From an optimization exercise on the open Yosys and OpenROAD flow, aimed at small area, a short achievable clock period and few clock cycles per item; shortcuts taken in it are not production practice. Function not checked in this run: the RTL went through the layout flow alone. Power figures rest on the tool's default switching activity, not on a simulated workload.

--- flow/design.v ---
`default_nettype none
package cwc_pkg;
  localparam int TIME_W    = 32;   
  localparam int REG_W     = 16;   
  localparam int WIN_W     = 32;   
  localparam int FRAC_W    = 16;
  localparam int CNT_W     = 16;   
  localparam int SAV_W     = 18;   
  localparam int CFG_IDX_W = 2;
  localparam logic [REG_W-1:0] RST_TIMEOUT_LIMIT = 16'd90;
  localparam logic [REG_W-1:0] RST_INIT_WINDOW   = 16'd13;
  localparam logic [REG_W-1:0] RST_INIT_THRESH   = 16'd1000;
  localparam logic [CFG_IDX_W-1:0] REG_TIMEOUT_LIMIT = 2'd0;
  localparam logic [CFG_IDX_W-1:0] REG_INIT_WINDOW   = 2'd1;
  localparam logic [CFG_IDX_W-1:0] REG_INIT_THRESH   = 2'd2;
  localparam logic [1:0] PH_IDLE  = 2'd0;   
  localparam logic [1:0] PH_START = 2'd1;   
  localparam logic [1:0] PH_DIV   = 2'd2;   
  localparam logic [1:0] PH_OUT   = 2'd3;   
endpackage
`default_nettype wire
`default_nettype none
import cwc_pkg::*;
module cwc_recip (
  input  wire logic              clk,
  input  wire logic              start,
  input  wire logic              start_next,
  input  wire logic [WIN_W-1:0]  divisor,
  output logic      [WIN_W:0]    quotient,
  output logic                   done
);
  logic [WIN_W:0]   rem_r;     
  logic [WIN_W+1:0] q_r;       
  logic [WIN_W-1:0] above;     
  logic [WIN_W-1:0] lead;      
  logic             zero;
  logic             pow2;
  logic [WIN_W+1:0] diff;
  logic             ge;
  logic [WIN_W:0]   rem_init;
  logic [WIN_W+1:0] q_init;
  always_comb begin
    above[WIN_W-1] = 1'b0;
    for (int i = WIN_W - 2; i >= 0; i--) above[i] = above[i+1] | divisor[i+1];
    lead = divisor & ~above;
    zero = !(above[0] || divisor[0]);
    pow2 = start && (divisor == lead);
    rem_init = pow2 ? '0 : {lead, zero};
    q_init   = {1'b0, lead, zero | pow2};
    diff = {1'b0, rem_r} - {2'b00, divisor};
    ge   = !diff[WIN_W+1];
  end
  always_ff @(posedge clk) begin
    if (start || start_next) begin
      rem_r <= rem_init;
      q_r   <= q_init;
    end else begin
      rem_r <= {(ge ? diff[WIN_W-1:0] : rem_r[WIN_W-1:0]), 1'b0};
      q_r   <= {q_r[WIN_W:0], ge};
    end
  end
  assign quotient = q_r[WIN_W:0];
  assign done     = q_r[WIN_W+1];
endmodule
`default_nettype wire
`default_nettype none
import cwc_pkg::*;
module congestion_window_controller (
  input  wire logic                 clk,
  input  wire logic                 rst_n,
  input  wire logic                 in_tvalid,
  output logic                      in_tready,
  input  wire logic [63:0]          in_tdata,    
  output logic                      out_tvalid,
  input  wire logic                 out_tready,
  output logic      [15:0]          out_tdata,   
  output logic      [1:0]           out_tuser,   
  input  wire logic                 cfg_valid,
  output logic                      cfg_ready,
  input  wire logic [CFG_IDX_W-1:0] cfg_index,
  input  wire logic [REG_W-1:0]     cfg_data
);
  localparam logic [WIN_W-1:0] WIN_MAX = '1;
  logic [WIN_W-1:0] win_r;       
  logic [WIN_W-1:0] thr_r;       
  logic [SAV_W-1:0] sav_r;       
  logic [CNT_W-1:0] cnt_r;       
  logic [REG_W-1:0] lim_r;       
  logic             avoid_r;     
  logic [1:0]       ph_r;
  logic             pend_v_r;    
  logic             pend_tout_r;
  logic             cur_tout_r;  
  logic             out_v_r;
  logic [15:0]      out_win_r;
  logic             out_tout_r, out_avoid_r;
  logic             rc_start, rc_next, rc_done;
  logic [WIN_W:0]   rc_q;
  cwc_recip u_recip (
    .clk        (clk),
    .start      (rc_start),
    .start_next (rc_next),
    .divisor    (win_r),
    .quotient   (rc_q),
    .done       (rc_done)
  );
  logic [TIME_W-1:0] rtt;
  logic              tout_in;
  logic [CNT_W-1:0]  cnt_inc;
  logic [SAV_W-1:0]  cnt_x3;
  logic              sav_zero, rep_clear, halve;
  logic [WIN_W:0]    win_p2;
  logic [WIN_W+1:0]  win_sum;
  logic [WIN_W-1:0]  win_fin;
  logic              out_free, eval, fast, take;
  always_comb begin
    rtt      = in_tdata[2*TIME_W-1:TIME_W] - in_tdata[TIME_W-1:0];
    tout_in  = rtt >= TIME_W'(lim_r);
    cnt_inc  = (cnt_r != '1) ? cnt_r + 1'b1 : cnt_r;
    cnt_x3   = SAV_W'(cnt_r) + SAV_W'({cnt_r, 1'b0});
    sav_zero = (sav_r == '0);
    rep_clear = (cnt_r != '0) && (sav_r <= cnt_x3);
    halve    = pend_tout_r && sav_zero;
    win_p2   = {1'b0, win_r} + (33'd2 << FRAC_W);
    win_sum  = {2'b00, win_r} + {1'b0, rc_q};
    win_fin  = (win_sum[WIN_W+1:WIN_W] != '0) ? WIN_MAX : win_sum[WIN_W-1:0];
    out_free = !out_v_r || out_tready;
    eval     = (ph_r == PH_IDLE) && pend_v_r;
    fast     = (ph_r == PH_DIV) && rc_done && out_free && pend_v_r && avoid_r && !halve;
    take     = eval || fast;
    rc_next  = fast;
    rc_start = (ph_r == PH_START);
  end
  assign in_tready = !pend_v_r;
  always_ff @(posedge clk) begin
    if (!rst_n) begin
      win_r    <= WIN_W'(RST_INIT_WINDOW) << FRAC_W;
      thr_r    <= WIN_W'(RST_INIT_THRESH) << FRAC_W;
      sav_r    <= '0;
      cnt_r    <= '0;
      lim_r    <= RST_TIMEOUT_LIMIT;
      avoid_r  <= 1'b0;
      ph_r     <= PH_IDLE;
      pend_v_r <= 1'b0;
      out_v_r  <= 1'b0;
    end else begin
      if (in_tvalid && !pend_v_r) pend_v_r <= 1'b1;
      else if (take)              pend_v_r <= 1'b0;
      if (take && pend_tout_r) begin
        if (halve) begin
          cnt_r <= cnt_inc;
          sav_r <= SAV_W'(win_r[WIN_W-1:15]) + SAV_W'(|win_r[14:0]);
        end else if (rep_clear) begin
          cnt_r <= '0;
          sav_r <= '0;
        end else begin
          cnt_r <= cnt_inc;
        end
      end
      if (out_v_r && out_tready) out_v_r <= 1'b0;
      unique case (ph_r)
        PH_IDLE: begin
          if (eval) begin
            if (halve) begin
              avoid_r <= 1'b0;
              thr_r   <= win_r >> 1;
              win_r   <= (win_r >> 1) + (WIN_W'(3) << FRAC_W);
              ph_r    <= avoid_r ? PH_START : PH_OUT;
            end else if (pend_tout_r || avoid_r) begin
              ph_r    <= avoid_r ? PH_START : PH_OUT;
            end else if (win_r > thr_r) begin
              avoid_r <= 1'b1;
              ph_r    <= PH_START;
            end else begin
              win_r   <= win_p2[WIN_W] ? WIN_MAX : win_p2[WIN_W-1:0];
              ph_r    <= PH_OUT;
            end
          end
        end
        PH_START: ph_r <= PH_DIV;
        PH_DIV: begin
          if (rc_done) begin
            win_r <= win_fin;
            if (!out_free)  ph_r <= PH_OUT;
            else if (!fast) ph_r <= PH_IDLE;
            if (out_free) out_v_r <= 1'b1;
          end
        end
        PH_OUT: begin
          if (out_free) begin
            out_v_r <= 1'b1;
            ph_r    <= PH_IDLE;
          end
        end
        default: ph_r <= PH_IDLE;
      endcase
      if (cfg_valid) begin
        unique case (cfg_index)
          REG_TIMEOUT_LIMIT: lim_r <= cfg_data;
          REG_INIT_WINDOW:   win_r <= WIN_W'(cfg_data) << FRAC_W;
          REG_INIT_THRESH:   thr_r <= WIN_W'(cfg_data) << FRAC_W;
          default: ;
        endcase
      end
    end
  end
  always_ff @(posedge clk) begin
    if (in_tvalid && !pend_v_r) pend_tout_r <= tout_in;
    if (take) cur_tout_r <= pend_tout_r;
    if (ph_r == PH_DIV && rc_done && out_free) begin
      out_win_r   <= win_fin[WIN_W-1:FRAC_W];
      out_tout_r  <= cur_tout_r;
      out_avoid_r <= avoid_r;
    end else if (ph_r == PH_OUT && out_free) begin
      out_win_r   <= win_r[WIN_W-1:FRAC_W];
      out_tout_r  <= cur_tout_r;
      out_avoid_r <= avoid_r;
    end
  end
  assign cfg_ready  = 1'b1;
  assign out_tvalid = out_v_r;
  assign out_tdata  = out_win_r;
  assign out_tuser  = {out_tout_r, out_avoid_r};
endmodule
`default_nettype wire
--- flow/run.sh ---
#!/bin/bash
# synth_recipe.tcl (not shown) runs the flow's synth.tcl, then flattens the netlist and writes it again
# the make line also repeats each setting of config.mk as NAME=value (left out here)
make -C /OpenROAD-flow-scripts/flow DESIGN_CONFIG=/design/flow/config.mk WORK_HOME=/design/flow/orfs CLKGATE_MAP_FILE= SYNTH_SCRIPT=/design/flow/synth_recipe.tcl finish
--- flow/config.mk ---
export PLATFORM = sky130hd
export DESIGN_NAME = congestion_window_controller
export DESIGN_NICKNAME = congestion_window_controller
export VERILOG_FILES = /design/flow/design.v
export SDC_FILE = /design/flow/constraint.sdc
export NUM_CORES = 4
export LEC_CHECK = 0
export CAP_MARGIN = 20
export CORE_MARGIN = 2
export CORE_UTILIZATION = 40
export SLEW_MARGIN = 20
--- flow/constraint.sdc ---
create_clock -name core_clock -period 6.0 [get_ports {clk}]
set_input_delay 1.2000 -clock core_clock [delete_from_list [all_inputs] [get_ports {clk}]]
set_output_delay 1.2000 -clock core_clock [all_outputs]
set_load 0.01 [all_outputs]
==> summary.txt <==
* # IOs at 108
* Initial Utilization at 40.26%
* Largest area contributor in the netlist: dfxtp_1
* CTS max path bufs at 3
* Worst Tran Pin Value at 1.008 ns
* Drt pass-1 iters at 6
* VDD IR max at 0.2665 mV
* Htree depth at 1
* Vias in the first global route at 16,130
* Mux cell area share after synthesis at 1.638%
* Syn Inst Count at roughly 2,300
* Fill cell total of the finished layout at approximately 4,400
* Register area share after synthesis at between 20 and 30%
* Post-Synth Simple-Gate Area at 20.03%
* Post-CTS setup buffers at 0
* Fin nets at 2,645
* Top post-synthesis cells by count: 280 x nand2_1, 200 x a21oi_1, 192 x o21ai_0
* Top post-synthesis cells by area: dfxtp_1 22%, ha_1 14%, nand2_1 6.1%
* R2r setup slk at 0.82 ns
* Clock latency on the worst-skew pair at 0.55 ns
* Via density at 5.742
* Async SR Flop Fraction at 0%
* Global route overflow at 0
* Design Area, Final at 19,810 sq um
* Diodes inserted at 0
* Maximum number of pins on one net before global-route repair at 61
* Hold-fix buffers, CTS at 0
* Status: finished clean
* Setup_tns at 0 ns
* Post-synthesis compound-gate area fraction at 26.66%
* RR Endpoint: sav_r[4]$_SDFFE_PN0P_
* Initial antenna violation count at 4
* Routed vias at approximately 17,000
* Endpoint type of the worst setup path: flip-flop
* Area Growth Syn to Fin at 14.72%
* Hold path start: u_recip.q_r[3]$_DFF_P_
* Placed cell area at 18,860 sq um
* Global Route Usage Sum at 24.22%
* Post-Syn Area per Cell at roughly 7.5 sq um
* Die Y at 211.8 um
* Max incr delay on CP at 0.48 ns
* Syn nets at around 2,600
* Post-Route WL at 55,390 um
* Hold path cells at 2
* Max Cap Violations at 0
* FF/Latch Area at around 4300 sq um
* Post-synthesis instance area at between 15,000 and 20,000 sq um
* Crit Path Class: input port to flip-flop
* First-pass GRT wire length at 87,250 um
* Mean routed wirelength per cell at 18.65 um
* Crit path required time at around 6.3 ns
* Setup Viol. Count Final at 0
* Die ar. at 44,850 sq um
* Top_reg_cell synth: dfxtp_1
* Power Density at 462.8 nW/um^2
* Clock Skew at between 0.015 and 0.02 ns
* Synthesis Warnings at 2
* Clock slew at reported path FFs at roughly 0.07 ns
* Clock sinks at about 210
* Main combinational cell family by area after synthesis: compound AO/OA/AOI/OAI gates
* Maximum fanout along the worst path at 5
* Clock tree from TritonCTS: built
* Total CTS buffers at 26
* Yosys reg bits at 206
* Rows at 76
* Core Box Area at 42,890 sq um
* Post-route ant nets at 0
* Post-Synth Adder-Cell Area at 14.33%
* Reg2Reg Launch Point: cnt_r[0]$_SDFFE_PN0P_
* EDFF count, synth at 20
* Clock root buffer: clkbuf_16
* X dimension of the die at 211.8 um
* # DRC at 0
* Worst Hold End: u_recip.q_r[4]$_DFF_P_
* Pleak at 8.092 nW
* R2R cell count at 19
* Non-Filler Instances at slightly below 3,000
* Final period util at 86.90%
* Layout cells sized above 1 at 4.403%
* DP Cell Count at 2,922
* Slowest CP cell: o311ai_0
* Post-synth cell types at 83
* CP Launch Type: input port
* Routability cong. at 0.9297
* Count leader, synth: nand2_1
* XOR/XNOR share of the synthesized area at between 6 and 7%
* Final Hold Vio Count at 0
* Worst slew margin at approximately 33%
* Hold Worst Slack at 0.4505 ns
* RSZ-0062 raised after global routing: no
* 1st-iter DRT viols at 1,337
* Fin. max-slew vios at 0
* Worst path cell trace: clkdlybuf4s50_1 -> inv_1 -> ha_1 -> o211ai_1 -> a21oi_1 -> o41ai_1 -> buf_4 -> o311ai_0 -> a21oi_1 -> o21ai_0 -> xnor2_1 -> ha_1 -> a2111oi_0 -> o2111ai_1 -> nor4_1 -> o2111ai_1 -> nor4_1 -> nand4_1 -> nor3_1 -> nand4_1
* Tmin final at 5.214 ns
* Fmax at between 0.15 and 0.2 GHz
* Post_cts resized at 0
* Hold WC Path Type: flip-flop to flip-flop
* Critical Path AT at 5.50 ns
* Area of the multi-input gates at between 10,000 and 15,000 sq um
* IO Port Bufs at 106
* HPWL after DPL at between 40,000 and 50,000 um
* Yosys top cell area share at about 22%
==> logic make-up after synthesis <==
| kind of cell | Yosys count |
|---|---|
| AO/OA/AOI/OAI | 736 |
| multiplexers | 28 |
| XOR/XNOR | 119 |
| buffers and inverters | 280 |
| AND/OR/NAND/NOR | 743 |
| adder cells (fa/ha/maj) | 196 |
| other | 1 |
| flip-flops | 206 |
==> registers in the layout (all words and copies together), names as in the netlist <==
register / count
pend_tout_r: 1
sav_r: 18
out_v_r: 1
cur_tout_r: 1
u_recip.rem_r: 33
thr_r: 32
cnt_r: 16
pend_v_r: 1
out_win_r: 16
out_tout_r: 1
ph_r: 2
win_r: 32
u_recip.q_r: 34
lim_r: 16
out_avoid_r: 1
avoid_r: 1
==> worst max-delay path: cells and delay by family <==
kind / cells / cell delay (ns)
XOR/XNOR: 1 / 0.10
AND/OR/NAND/NOR: 5 / 1.09
buffers and inverters: 3 / 0.64
adder cells (fa/ha/maj): 2 / 0.53
AO/OA/AOI/OAI: 9 / 1.94
==> worst max path at each step <==
stage                     startpoint                     to  depth (start not counted)
2_1_floorplan            in_tdata[2]  pend_tout_r$_DFFE_PP_                         18
3_3_place_gp             in_tdata[2]  pend_tout_r$_DFFE_PP_                         20
3_5_place_dp             in_tdata[2]  pend_tout_r$_DFFE_PP_                         20
4_1_cts                  in_tdata[2]  pend_tout_r$_DFFE_PP_                         20
5_1_grt        cnt_r[0]$_SDFFE_PN0P_  sav_r[1]$_SDFFE_PN0P_                         21
6_report                 in_tdata[2]  pend_tout_r$_DFFE_PP_                         20
==> final cells by class <==
| type | instances | area share [%] |
|---|---|---|
| clock buffers | 36 | 3.992 |
| clock inverters | 12 | 0.7643 |
| inverters | 174 | 3.297 |
| multi-input cells | 1823 | 60.03 |
| flip-flops and latches | 206 | 21.83 |
| well taps | 585 | 3.695 |
| repair buffers | 134 | 6.392 |
==> through the flow <==
| stage | total power, mW | worst slack, ns | utilization (%) |
|---|---|---|---|
| 2_1_floorplan | 5.972 | 1.087 | - |
| 3_3_place_gp | 7.311 | 0.3913 | 43.98 |
| 3_5_place_dp | 7.374 | 0.2420 | 43.98 |
| 4_1_cts | 9.132 | 0.7884 | 46.18 |
| 5_1_grt | 9.908 | 0.1666 | 46.19 |
| 6_report | 9.168 | 0.7861 | 46.19 |
==> cells in the final DEF (no fill, tap or decap), drive strengths merged, types with 20 or more instances in the layout <==
cell type,n
o21ai,194
o22ai,57
inv,170
ha,189
buf,29
edfxtp,20
xnor2,91
nand4,32
nor3,40
dfxtp,186
a21oi,200
clkbuf,36
mux2i,26
and3,25
a31oi,27
nand2,280
a21o,58
o211ai,29
nand3,59
xor2,28
nor2,180
nand2b,23
o21a,21
clkdlybuf4s50,105
==> report_power, final <==
| part | switching [mW] | leakage, nW | internal (mW) |
|---|---|---|---|
| combinational | 3.21 | 5.93 | 2.10 |
| sequential | 0.373 | 1.70 | 1.77 |
| clock | 0.657 | 0.462 | 1.05 |
| total | 4.24 | 8.09 | 4.93 |
==> metal layers <==
metal / up-vias / part of all wire, % / global-route usage, %
met2: 513 / 45 / 39.39
met3: 98 / 6.0 / 3.709
met4: 8 / 2.2 / 5.537
met1: 8003 / 47 / 33.67
met5: - / 0.079 / 0
li1: 8431 / - / -

[re-timing with driven ports]
No port has a modelled driver above. Below, the same layout with a new extraction and two added sets of constraints. Step 1 assumes that a clkbuf_16 drives the clock port and a buf_2 every other input. Step 2 also shifts input and output timing later by t, the mid clock arrival at the registers, as if the neighbouring blocks saw the same clock. a / b / c = no drivers / after step 1 / after step 2; a / b = the first two.
t (ns): 0.595
setup WS [ns]: 0.786 / 0.816 / 0.221
worst setup path at the end: input to register
worst data-port slew with drivers (ns): 0.08
After both steps this run still meets setup and hold. For this run, drivers alone change the setup slack by +0.030 ns; drivers and shift together by -0.565 ns.
